This design comes from an exercise in tuning for small area on the open sky130 flow, not from production work. At most, simulation tests tie the RTL to the original design; equivalence was not proved. Power and IR drop assume default switching activity. The flow treats the clock pin as an ideal source, which a real chip does not have.

==> flow/design.v <==
package pprd_pkg;
    localparam int SAMPLE_W   = 18;
    localparam int RATE_W     = 21;
    localparam int POS_W      = 32;
    localparam int HYST_W     = 18;
    localparam int SPM_W      = 16;
    localparam int CFG_IDX_W  = 2;
    localparam int CFG_DATA_W = 18;
    localparam int DEPTH      = 10;
    localparam logic [HYST_W-1:0] HYST_RESET = HYST_W'(300);
    localparam logic [SPM_W-1:0]  SPM_RESET  = SPM_W'(6000);
endpackage
module pprd_ring_mem #(
    parameter int LEN = 32
) (
    input  logic aclk,
    input  logic din,
    output logic dout
);
    logic [LEN-1:0] sr;
    always_ff @(posedge aclk) begin
        sr <= {din, sr[LEN-1:1]};
    end
    assign dout = sr[0];
endmodule
module pprd_divider (
    input  logic        aclk,
    input  logic        run,       
    input  logic [4:0]  ph,        
    input  logic [15:0] spm,
    input  logic        k10,       
    input  logic        dbit,      
    output logic        qstep,     
    output logic        qbit,
    output logic        done       
);
    logic [4:0] stp;
    logic       rtap, rin, rd, cy, sg, sk, ska, inw;
    logic       d1, d2, d3;
    logic       ph0, top, inw_e, act, sbit, a, b, cin, s;
    pprd_ring_mem #(.LEN(32)) u_rem (.aclk(aclk), .din(rin), .dout(rtap));
    always_comb begin
        ph0   = (ph == 5'd0);
        top   = ((ph ^ stp) == 5'd31);
        inw_e = ph0 | inw;
        act   = run & inw_e & !sk;
        sbit  = !ph[4] & spm[ph[3:0]];
        a     = run ? rd : (k10 ? d1 : sbit);
        b     = run ? (dbit ^ !sg) : (k10 ? d3 : d1);
        cin   = ph0 ? (run & !sg) : cy;
        s     = a ^ b ^ cin;
        rin   = (!run || act) ? s : rd;
        qstep = run & top;
        qbit  = act & !s;
        done  = run & (ph == 5'd31) & (stp == 5'd0);
    end
    always_ff @(posedge aclk) begin
        rd  <= (ph == 5'd31) ? rin : rtap;
        cy  <= (a & b) | (a & cin) | (b & cin);
        d1  <= sbit;
        d2  <= d1;
        d3  <= d2;
        inw <= inw_e & !top;
        ska <= (!ph0 & ska) | (dbit & (top | !inw_e));
        if (!run) begin
            stp <= 5'd31;
            sg  <= 1'b0;
            sk  <= 1'b1;
        end else begin
            if (act && top) sg <= s;
            if (ph == 5'd31) begin
                stp <= stp - 5'd1;
                sk  <= (!ph0 & ska) | (dbit & (top | !inw_e));
            end
        end
    end
endmodule
module pulse_peak_rate_detector_core #(
    parameter int RING_DEPTH = 10
) (
    input  logic                               aclk,
    input  logic                               aresetn,
    input  logic                               s_valid,
    output logic                               s_ready,
    input  logic [pprd_pkg::SAMPLE_W-1:0]      s_sample,
    output logic                               m_valid,
    input  logic                               m_ready,
    output logic [pprd_pkg::RATE_W-1:0]        m_rate,
    output logic [1:0]                         m_event_res,
    output logic [pprd_pkg::SAMPLE_W-1:0]      m_extreme_value,
    output logic                               m_falling_phase,
    input  logic                               cfg_wr_en,
    input  logic [pprd_pkg::CFG_IDX_W-1:0]     cfg_index,
    input  logic [pprd_pkg::CFG_DATA_W-1:0]    cfg_wdata
);
    localparam int SW = pprd_pkg::SAMPLE_W;
    typedef enum logic [2:0] {
        ST_INIT,    
        ST_IDLE,    
        ST_WAIT,    
        ST_INC,     
        ST_RING,    
        ST_ONE,     
        ST_DIV,
        ST_REST     
    } state_t;
    state_t                        st;
    logic [4:0]                    ph;
    logic [3:0]                    rel;
    logic [3:0]                    count;
    logic                          rising;
    logic [SW-1:0]                 ext;
    logic [pprd_pkg::HYST_W-1:0]   hyst;
    logic [pprd_pkg::SPM_W-1:0]    spm;
    logic                          evf;
    logic                          m_valid_reg;
    logic [pprd_pkg::RATE_W-2:0]   q;    
    logic                          cx, br, nz, nmx;
    logic                          ext0, hdef, sdef;    
    logic ph0, ph31, start, samp;
    logic ix_tap, ix_in, ix_nb, cx_eff;
    logic mp_tap, mp_in;
    logic rg_tap, rg_in, wr;
    logic span_f, sb, rest_f;
    logic cnt5, cnt12, div_run, qstep, qbit, div_done;
    logic xb, eb, hb, db, tb, ph18;
    logic bd, ce, pass_ok, ready, newx, event_hit;
    assign ph0  = (ph == 5'd0);
    assign ph31 = (ph == 5'd31);
    assign s_ready = aresetn && ready && (st == ST_IDLE) && (!m_valid_reg || m_ready);
    assign start   = s_ready && s_valid;
    assign samp    = (st == ST_INC);
    always_comb begin
        ph18 = (ph == 5'd18);
        xb   = s_sample[ph];
        eb   = !ext0 & ext[ph];
        hb   = hdef ? pprd_pkg::HYST_RESET[ph] : hyst[ph];
        db   = eb ^ xb ^ (!ph0 & bd);
        tb   = db ^ !rising;
    end
    always_ff @(posedge aclk) begin
        bd <= (!eb & (xb | (!ph0 & bd))) | (xb & !ph0 & bd);
        ce <= (tb & !hb) | ((ph0 ? !rising : ce) & (tb | !hb));
        if (ph18) begin
            newx      <= rising ? bd : !bd;
            event_hit <= (rising ? !bd : bd) & ce;
        end
    end
    always_ff @(posedge aclk) begin
        if (!aresetn || start) begin
            ready   <= 1'b0;
            pass_ok <= 1'b0;
        end else begin
            pass_ok <= ph0 ? s_valid : pass_ok;
            if (ph18 && pass_ok) ready <= 1'b1;
        end
    end
    assign cx_eff = ph0 | cx;
    assign ix_nb  = ix_tap ^ (samp & cx_eff);
    assign ix_in  = (st != ST_INIT) & ix_nb;
    always_comb begin
        if (st == ST_INIT)    mp_in = 1'b0;
        else if (samp && nmx) mp_in = ix_nb;
        else if (span_f)      mp_in = sb;
        else if (rest_f)      mp_in = rg_tap;
        else                  mp_in = mp_tap;
    end
    assign cnt5   = (count == 4'd5);
    assign cnt12  = (count == 4'd12);
    assign wr     = (st == ST_RING) && (rel == 4'd0);
    assign rg_in  = wr ? mp_tap : rg_tap;
    assign span_f = (wr && cnt12) || ((st == ST_ONE) && (rel == 4'd6));
    assign sb     = mp_tap ^ rg_tap ^ (!ph0 & br);
    assign rest_f = (st == ST_REST) && (rel == 4'd9);
    assign div_run = (st == ST_DIV);
    always_ff @(posedge aclk) begin
        if (!aresetn) begin
            ph <= '0;
        end else begin
            ph <= ph + 5'd1;
        end
    end
    always_ff @(posedge aclk) begin
        cx <= ix_tap & cx_eff;
        br <= (!mp_tap & (rg_tap | (!ph0 & br))) | (rg_tap & !ph0 & br);
        nz <= (!ph0 & nz) | sb;
    end
    always_ff @(posedge aclk) begin
        if (!aresetn) begin
            hdef <= 1'b1;
            sdef <= 1'b1;
        end else if (cfg_wr_en) begin
            if (cfg_index == 2'd0) hdef <= 1'b0;
            if (cfg_index == 2'd1) sdef <= 1'b0;
        end
        if (cfg_wr_en && aresetn) begin
            if (cfg_index == 2'd0) hyst <= cfg_wdata;
            if (cfg_index == 2'd1) spm  <= cfg_wdata[15:0];
        end
    end
    always_ff @(posedge aclk) begin
        if (!aresetn) begin
            st          <= ST_INIT;
            rel         <= '0;
            count       <= '0;
            rising      <= 1'b1;
            ext0        <= 1'b1;
            evf         <= 1'b0;
            m_valid_reg <= 1'b0;
        end else begin
            if (m_ready) m_valid_reg <= 1'b0;
            if (ph31 && !wr) rel <= (rel == 4'd9) ? 4'd0 : rel + 4'd1;
            unique case (st)
                ST_INIT: if (ph31) st <= ST_IDLE;
                ST_IDLE: if (start) begin
                    st  <= ph31 ? ST_INC : ST_WAIT;
                    evf <= event_hit;
                    nmx <= rising & newx;
                    if (newx) begin
                        ext0 <= 1'b0;
                    end else if (event_hit) begin
                        rising <= !rising;
                    end
                    if (rising && event_hit && count != 4'd12) begin
                        count <= count + 4'd1;
                    end
                end
                ST_WAIT: if (ph31) st <= ST_INC;
                ST_INC: if (ph31) begin
                    if (evf && !rising) begin
                        st <= ST_RING;
                    end else begin
                        m_valid_reg <= 1'b1;
                        st <= ST_IDLE;
                    end
                end
                ST_RING: if (wr && ph31) begin
                    if (cnt5) begin
                        st <= ST_ONE;
                    end else if (cnt12) begin
                        st <= (nz || sb) ? ST_DIV : ST_REST;
                    end else begin
                        m_valid_reg <= 1'b1;
                        st <= ST_IDLE;
                    end
                end
                ST_ONE: if (span_f && ph31) begin
                    st <= (nz || sb) ? ST_DIV : ST_REST;
                end
                ST_DIV: if (div_done) begin
                    st <= ST_REST;
                end
                ST_REST: if (rest_f && ph31) begin
                    m_valid_reg <= 1'b1;
                    st <= ST_IDLE;
                end
                default: st <= ST_IDLE;
            endcase
        end
    end
    always_ff @(posedge aclk) begin
        if (start && newx) ext <= s_sample;
    end
    always_ff @(posedge aclk) begin
        if (samp || qstep) begin
            q <= {q[pprd_pkg::RATE_W-3:0], qbit};
        end
    end
    assign m_valid         = m_valid_reg;
    assign m_rate          = {1'b0, q};
    assign m_event_res     = {evf & rising, evf & !rising};
    assign m_extreme_value = evf ? ext : '0;
    assign m_falling_phase = !rising;
    pprd_ring_mem #(.LEN(32)) u_ix (.aclk(aclk), .din(ix_in), .dout(ix_tap));
    pprd_ring_mem #(.LEN(32)) u_mp (.aclk(aclk), .din(mp_in), .dout(mp_tap));
    pprd_ring_mem #(.LEN(32 * RING_DEPTH)) u_ring (.aclk(aclk), .din(rg_in), .dout(rg_tap));
    pprd_divider u_div (
        .aclk  (aclk),
        .run   (div_run),
        .ph    (ph),
        .spm   (sdef ? pprd_pkg::SPM_RESET : spm),
        .k10   (!cnt5),
        .dbit  (mp_tap),
        .qstep (qstep),
        .qbit  (qbit),
        .done  (div_done)
    );
endmodule
clock: 7.5 ns
lec_check: 0
cap_margin: 20
core_margin: 2
core_utilization: 60
slew_margin: 20
standard.sh (not shown) runs the stock make flow with config.mk's settings and CLKGATE_MAP_FILE= SYNTH_SCRIPT=/design/flow/synth_recipe.tcl, a recipe that flattens the netlist after the stock synthesis.
==> flow/flow/run.sh <==
#!/bin/bash
# Layout flow: the standard ORFS flow (standard.sh) with two changes:
#  - the port buffers that global placement inserts are the smallest buffer
#    (buf_1) rather than the resizer's default choice;
#  - clock tree synthesis uses clkbuf_16 with sink clusters of up to 32, a
#    clkbuf_8 at the root, and no
#    dummy loads at the leaves.
# make's output goes to flow.log here; ORFS keeps each step's log under orfs/logs.
set -euo pipefail
export BUFFER_PORTS_ARGS="-buffer_cell sky130_fd_sc_hd__buf_1"
export CTS_ARGS="-sink_clustering_enable -repair_clock_nets -sink_clustering_size 32 -sink_clustering_max_diameter 100 -buf_list sky130_fd_sc_hd__clkbuf_16 -root_buf sky130_fd_sc_hd__clkbuf_8 -dont_use_dummy_load"
bash standard.sh > flow.log 2>&1
Rerun with:
--- a/flow/design.v
+++ b/flow/design.v
@@ -43,12 +43,12 @@
         ph0   = (ph == 5'd0);
         top   = ((ph ^ stp) == 5'd31);
         inw_e = ph0 | inw;
         act   = run & inw_e & !sk;
         sbit  = !ph[4] & spm[ph[3:0]];
-        a     = run ? rd : (k10 ? d1 : sbit);
-        b     = run ? (dbit ^ !sg) : (k10 ? d3 : d1);
+        a     = run ? rd : d1;
+        b     = run ? (dbit ^ !sg) : (k10 ? d3 : sbit);
         cin   = ph0 ? (run & !sg) : cy;
         s     = a ^ b ^ cin;
         rin   = (!run || act) ? s : rd;
         qstep = run & top;
         qbit  = act & !s;
@@ -113,11 +113,11 @@
     logic [pprd_pkg::HYST_W-1:0]   hyst;
     logic [pprd_pkg::SPM_W-1:0]    spm;
     logic                          evf;
     logic                          m_valid_reg;
     logic [pprd_pkg::RATE_W-2:0]   q;    
-    logic                          cx, br, nz, nmx;
+    logic                          cb, nz, nmx;    
     logic                          ext0, hdef, sdef;    
     logic ph0, ph31, start, samp;
     logic ix_tap, ix_in, ix_nb, cx_eff;
     logic mp_tap, mp_in;
     logic rg_tap, rg_in, wr;
@@ -153,11 +153,11 @@
         end else begin
             pass_ok <= ph0 ? s_valid : pass_ok;
             if (ph18 && pass_ok) ready <= 1'b1;
         end
     end
-    assign cx_eff = ph0 | cx;
+    assign cx_eff = ph0 | cb;
     assign ix_nb  = ix_tap ^ (samp & cx_eff);
     assign ix_in  = (st != ST_INIT) & ix_nb;
     always_comb begin
         if (st == ST_INIT)    mp_in = 1'b0;
         else if (samp && nmx) mp_in = ix_nb;
@@ -168,23 +168,23 @@
     assign cnt5   = (count == 4'd5);
     assign cnt12  = (count == 4'd12);
     assign wr     = (st == ST_RING) && (rel == 4'd0);
     assign rg_in  = wr ? mp_tap : rg_tap;
     assign span_f = (wr && cnt12) || ((st == ST_ONE) && (rel == 4'd6));
-    assign sb     = mp_tap ^ rg_tap ^ (!ph0 & br);
+    assign sb     = mp_tap ^ rg_tap ^ (!ph0 & cb);
     assign rest_f = (st == ST_REST) && (rel == 4'd9);
     assign div_run = (st == ST_DIV);
     always_ff @(posedge aclk) begin
         if (!aresetn) begin
             ph <= '0;
         end else begin
             ph <= ph + 5'd1;
         end
     end
     always_ff @(posedge aclk) begin
-        cx <= ix_tap & cx_eff;
-        br <= (!mp_tap & (rg_tap | (!ph0 & br))) | (rg_tap & !ph0 & br);
+        if (samp) cb <= ix_tap & cx_eff;
+        else      cb <= (!mp_tap & (rg_tap | (!ph0 & cb))) | (rg_tap & !ph0 & cb);
         nz <= (!ph0 & nz) | sb;
     end
     always_ff @(posedge aclk) begin
         if (!aresetn) begin
             hdef <= 1'b1;
Result: The new run went through all stages and came out clean. Cell count went down slightly. Total power is about the same. Fmax went up by a few percent. Global-route usage went up by 0.58 points. Cell area stays flat. Routed wire length went up by a few percent. Die area is about the same. Clock-buffer cell count is unchanged. Clock skew went up by 0.0041 ns.

Another version of the RTL of pulse_peak_rate_detector_core (not shown whole).
Size in the first run: roughly 930 cells after synthesis, about 570 flip-flops, ~87 I/O pins.
==> module pulse_peak_rate_detector_core, before the edit <==
module pulse_peak_rate_detector_core #(
    parameter int RING_DEPTH = 10
) (
    input  logic                               aclk,
    input  logic                               aresetn,
    input  logic                               s_valid,
    output logic                               s_ready,
    input  logic [pprd_pkg::SAMPLE_W-1:0]      s_sample,
    output logic                               m_valid,
    input  logic                               m_ready,
    output logic [pprd_pkg::RATE_W-1:0]        m_rate,
    output logic [1:0]                         m_event_res,
    output logic [pprd_pkg::SAMPLE_W-1:0]      m_extreme_value,
    output logic                               m_falling_phase,
    input  logic                               cfg_wr_en,
    input  logic [pprd_pkg::CFG_IDX_W-1:0]     cfg_index,
    input  logic [pprd_pkg::CFG_DATA_W-1:0]    cfg_wdata
);
    localparam int SW = pprd_pkg::SAMPLE_W;
    typedef enum logic [2:0] {
        ST_INIT,    
        ST_IDLE,    
        ST_WAIT,    
        ST_INC,     
        ST_RING,    
        ST_ONE,     
        ST_DIV
    } state_t;
    state_t                        st;
    logic [4:0]                    ph;
    logic [3:0]                    rel;
    logic [3:0]                    count;
    logic                          rising;
    logic [SW-1:0]                 ext;
    logic [pprd_pkg::HYST_W-1:0]   hyst;
    logic [pprd_pkg::SPM_W-1:0]    spm;
    logic                          evf;
    logic                          m_valid_reg;
    logic [pprd_pkg::RATE_W-2:0]   q;    
    logic                          cx, br, nz, nmx;
    logic                          ext0, hdef, sdef;    
    logic ph0, ph31, start, samp;
    logic ix_tap, ix_in, ix_nb, cx_eff;
    logic mp_tap, mp_in;
    logic rg_tap, rg_in, wr;
    logic dl_tap, dl_in, span_f, sb;
    logic cnt5, cnt12, div_run, qstep, qbit, div_done;
    logic xb, eb, hb, db, tb, ph18;
    logic bd, ce, pass_ok, ready, newx, event_hit;
    assign ph0  = (ph == 5'd0);
    assign ph31 = (ph == 5'd31);
    assign s_ready = ready && (st == ST_IDLE) && (!m_valid_reg || m_ready);
    assign start   = s_ready && s_valid;
    assign samp    = (st == ST_INC);
    always_comb begin
        ph18 = (ph == 5'd18);
        xb   = s_sample[ph];
        eb   = !ext0 & ext[ph];
        hb   = hdef ? pprd_pkg::HYST_RESET[ph] : hyst[ph];
        db   = eb ^ xb ^ (!ph0 & bd);
        tb   = db ^ !rising;
    end
    always_ff @(posedge aclk) begin
        bd <= (!eb & (xb | (!ph0 & bd))) | (xb & !ph0 & bd);
        ce <= (tb & !hb) | ((ph0 ? !rising : ce) & (tb | !hb));
        if (ph18) begin
            newx      <= rising ? bd : !bd;
            event_hit <= (rising ? !bd : bd) & ce;
        end
    end
    always_ff @(posedge aclk) begin
        if (!aresetn || start) begin
            ready   <= 1'b0;
            pass_ok <= 1'b0;
        end else begin
            pass_ok <= ph0 ? s_valid : pass_ok;
            if (ph18 && pass_ok) ready <= 1'b1;
        end
    end
    assign cx_eff = ph0 | cx;
    assign ix_nb  = ix_tap ^ (samp & cx_eff);
    assign ix_in  = (st != ST_INIT) & ix_nb;
    assign mp_in  = (st != ST_INIT) & ((samp & nmx) ? ix_nb : mp_tap);
    assign cnt5   = (count == 4'd5);
    assign cnt12  = (count == 4'd12);
    assign wr     = (st == ST_RING) && (rel == 4'd0);
    assign rg_in  = wr ? mp_tap : rg_tap;
    assign span_f = (wr && cnt12) || ((st == ST_ONE) && (rel == 4'd6));
    assign sb     = mp_tap ^ rg_tap ^ (!ph0 & br);
    assign dl_in  = span_f ? sb : dl_tap;
    assign div_run = (st == ST_DIV);
    always_ff @(posedge aclk) begin
        if (!aresetn) begin
            ph <= '0;
        end else begin
            ph <= ph + 5'd1;
        end
    end
    always_ff @(posedge aclk) begin
        cx <= ix_tap & cx_eff;
        br <= (!mp_tap & (rg_tap | (!ph0 & br))) | (rg_tap & !ph0 & br);
        nz <= (!ph0 & nz) | sb;
    end
    always_ff @(posedge aclk) begin
        if (!aresetn) begin
            hdef <= 1'b1;
            sdef <= 1'b1;
        end else if (cfg_wr_en) begin
            if (cfg_index == 2'd0) hdef <= 1'b0;
            if (cfg_index == 2'd1) sdef <= 1'b0;
        end
        if (cfg_wr_en && aresetn) begin
            if (cfg_index == 2'd0) hyst <= cfg_wdata;
            if (cfg_index == 2'd1) spm  <= cfg_wdata[15:0];
        end
    end
    always_ff @(posedge aclk) begin
        if (!aresetn) begin
            st          <= ST_INIT;
            rel         <= '0;
            count       <= '0;
            rising      <= 1'b1;
            ext0        <= 1'b1;
            evf         <= 1'b0;
            m_valid_reg <= 1'b0;
        end else begin
            if (m_ready) m_valid_reg <= 1'b0;
            if (ph31 && !wr) rel <= (rel == 4'd9) ? 4'd0 : rel + 4'd1;
            unique case (st)
                ST_INIT: if (ph31) st <= ST_IDLE;
                ST_IDLE: if (start) begin
                    st  <= ph31 ? ST_INC : ST_WAIT;
                    evf <= event_hit;
                    nmx <= rising & newx;
                    if (newx) begin
                        ext0 <= 1'b0;
                    end else if (event_hit) begin
                        rising <= !rising;
                    end
                    if (rising && event_hit && count != 4'd12) begin
                        count <= count + 4'd1;
                    end
                end
                ST_WAIT: if (ph31) st <= ST_INC;
                ST_INC: if (ph31) begin
                    if (evf && !rising) begin
                        st <= ST_RING;
                    end else begin
                        m_valid_reg <= 1'b1;
                        st <= ST_IDLE;
                    end
                end
                ST_RING: if (wr && ph31) begin
                    if (cnt5) begin
                        st <= ST_ONE;
                    end else if (cnt12 && (nz || sb)) begin
                        st <= ST_DIV;
                    end else begin
                        m_valid_reg <= 1'b1;
                        st <= ST_IDLE;
                    end
                end
                ST_ONE: if (span_f && ph31) begin
                    if (nz || sb) begin
                        st <= ST_DIV;
                    end else begin
                        m_valid_reg <= 1'b1;
                        st <= ST_IDLE;
                    end
                end
                ST_DIV: if (div_done) begin
                    m_valid_reg <= 1'b1;
                    st <= ST_IDLE;
                end
                default: st <= ST_IDLE;
            endcase
        end
    end
    always_ff @(posedge aclk) begin
        if (start && newx) ext <= s_sample;
    end
    always_ff @(posedge aclk) begin
        if (samp || qstep) begin
            q <= {q[pprd_pkg::RATE_W-3:0], qbit};
        end
    end
    assign m_valid         = m_valid_reg;
    assign m_rate          = {1'b0, q};
    assign m_event_res     = {evf & rising, evf & !rising};
    assign m_extreme_value = evf ? ext : '0;
    assign m_falling_phase = !rising;
    pprd_ring_mem #(.LEN(32)) u_ix (.aclk(aclk), .din(ix_in), .dout(ix_tap));
    pprd_ring_mem #(.LEN(32)) u_mp (.aclk(aclk), .din(mp_in), .dout(mp_tap));
    pprd_ring_mem #(.LEN(32)) u_dl (.aclk(aclk), .din(dl_in), .dout(dl_tap));
    pprd_ring_mem #(.LEN(32 * RING_DEPTH)) u_ring (.aclk(aclk), .din(rg_in), .dout(rg_tap));
    pprd_divider u_div (
        .aclk  (aclk),
        .run   (div_run),
        .ph    (ph),
        .spm   (sdef ? pprd_pkg::SPM_RESET : spm),
        .k10   (!cnt5),
        .dbit  (dl_tap),
        .qstep (qstep),
        .qbit  (qbit),
        .done  (div_done)
    );
endmodule
clock: 7.5 ns
lec_check: 0
cap_margin: 20
core_margin: 2
core_utilization: 60
cts_buf_list: sky130_fd_sc_hd__clkbuf_16
cts_cluster_diameter: 100
cts_cluster_size: 32
slew_margin: 20
run.sh (not shown) runs the stock make flow with config.mk's settings and CLKGATE_MAP_FILE= SYNTH_SCRIPT=/design/flow/synth_recipe.tcl, a recipe that flattens the netlist after the stock synthesis.
Stock flow here: none of the scripts above is used.
The baseline ran to the end with no violations.
Rerun with:
--- a/flow/design.v
+++ b/flow/design.v
@@ -115,7 +115,6 @@
     logic                          m_valid_reg;
     logic [pprd_pkg::RATE_W-2:0]   q;    
     logic                          cx, br, nz, nmx;
-    logic                          ext0, hdef, sdef;    
     logic ph0, ph31, start, samp;
     logic ix_tap, ix_in, ix_nb, cx_eff;
     logic mp_tap, mp_in;
@@ -132,8 +131,8 @@
     always_comb begin
         ph18 = (ph == 5'd18);
         xb   = s_sample[ph];
-        eb   = !ext0 & ext[ph];
-        hb   = hdef ? pprd_pkg::HYST_RESET[ph] : hyst[ph];
+        eb   = ext[ph];
+        hb   = hyst[ph];
         db   = eb ^ xb ^ (!ph0 & bd);
         tb   = db ^ !rising;
     end
@@ -180,13 +179,9 @@
     end
     always_ff @(posedge aclk) begin
         if (!aresetn) begin
-            hdef <= 1'b1;
-            sdef <= 1'b1;
+            hyst <= pprd_pkg::HYST_RESET;
+            spm  <= pprd_pkg::SPM_RESET;
         end else if (cfg_wr_en) begin
-            if (cfg_index == 2'd0) hdef <= 1'b0;
-            if (cfg_index == 2'd1) sdef <= 1'b0;
-        end
-        if (cfg_wr_en && aresetn) begin
             if (cfg_index == 2'd0) hyst <= cfg_wdata;
             if (cfg_index == 2'd1) spm  <= cfg_wdata[15:0];
         end
@@ -197,7 +192,7 @@
             rel         <= '0;
             count       <= '0;
             rising      <= 1'b1;
-            ext0        <= 1'b1;
+            ext         <= '0;
             evf         <= 1'b0;
             m_valid_reg <= 1'b0;
         end else begin
@@ -210,7 +205,7 @@
                     evf <= event_hit;
                     nmx <= rising & newx;
                     if (newx) begin
-                        ext0 <= 1'b0;
+                        ext <= s_sample;
                     end else if (event_hit) begin
                         rising <= !rising;
                     end
@@ -252,9 +247,6 @@
                 default: st <= ST_IDLE;
             endcase
         end
-    end
-    always_ff @(posedge aclk) begin
-        if (start && newx) ext <= s_sample;
     end
     always_ff @(posedge aclk) begin
         if (samp || qstep) begin
@@ -274,7 +266,7 @@
         .aclk  (aclk),
         .run   (div_run),
         .ph    (ph),
-        .spm   (sdef ? pprd_pkg::SPM_RESET : spm),
+        .spm   (spm),
         .k10   (!cnt5),
         .dbit  (dl_tap),
         .qstep (qstep),
Outcome: Worst setup slack gets worse by 0.24 ns; die area increases by about 1.5%; register-to-register slack degrades by 0.05 ns; flip-flop and latch count shrinks by 3; utilization decreases by 0.91 points; hold slack is about the same; cell count goes up by 9.0%; total power decreases by 1.0%; combinational power rose by about 23%; final area climbs by 1.0%; routed wire length increases by 3.6%.
For the second run of this note, only the layout was checked, not whether the RTL still works.

## separate check: timing with driven ports
No port has a modelled driver above. Below, the same layouts with a new extraction and two added sets of constraints. Step 1, drivers: a clkbuf_16 drives aclk and a buf_2 each remaining input, both assumed. Step 2 times the ports against the registers' clock, not the clock port: input delays grow and output delays shrink by t, the midpoint of the rising clock arrivals with the driver on. a / b / c = no drivers / after step 1 / after step 2; a / b = the first two.
| run | t, ns | setup WS [ns] | worst setup path after step 2 | latest minus earliest clock arrival (ns) | worst data-port slew with drivers (ns) |
|---|---|---|---|---|---|
| the first run of note 1 | 0.616 | 3.509 / 3.479 / 3.479 | input to output | 0.056 / 0.056 | 0.07 |
| the second run of note 1 | 0.625 | 3.639 / 3.617 / 3.617 | input to output | 0.059 / 0.059 | 0.04 |
| the first run of note 2 | 0.577 | 3.141 / 3.120 / 3.120 | input to output | 0.027 / 0.027 | 0.05 |
| the second run of note 2 | 0.581 | 2.899 / 2.867 / 2.867 | input to output | 0.017 / 0.017 | 0.07 |
After both steps every run listed still meets setup and hold. For the second run of note 2, which loses most, drivers alone change the setup slack by -0.032 ns; drivers and shift together by -0.032 ns.
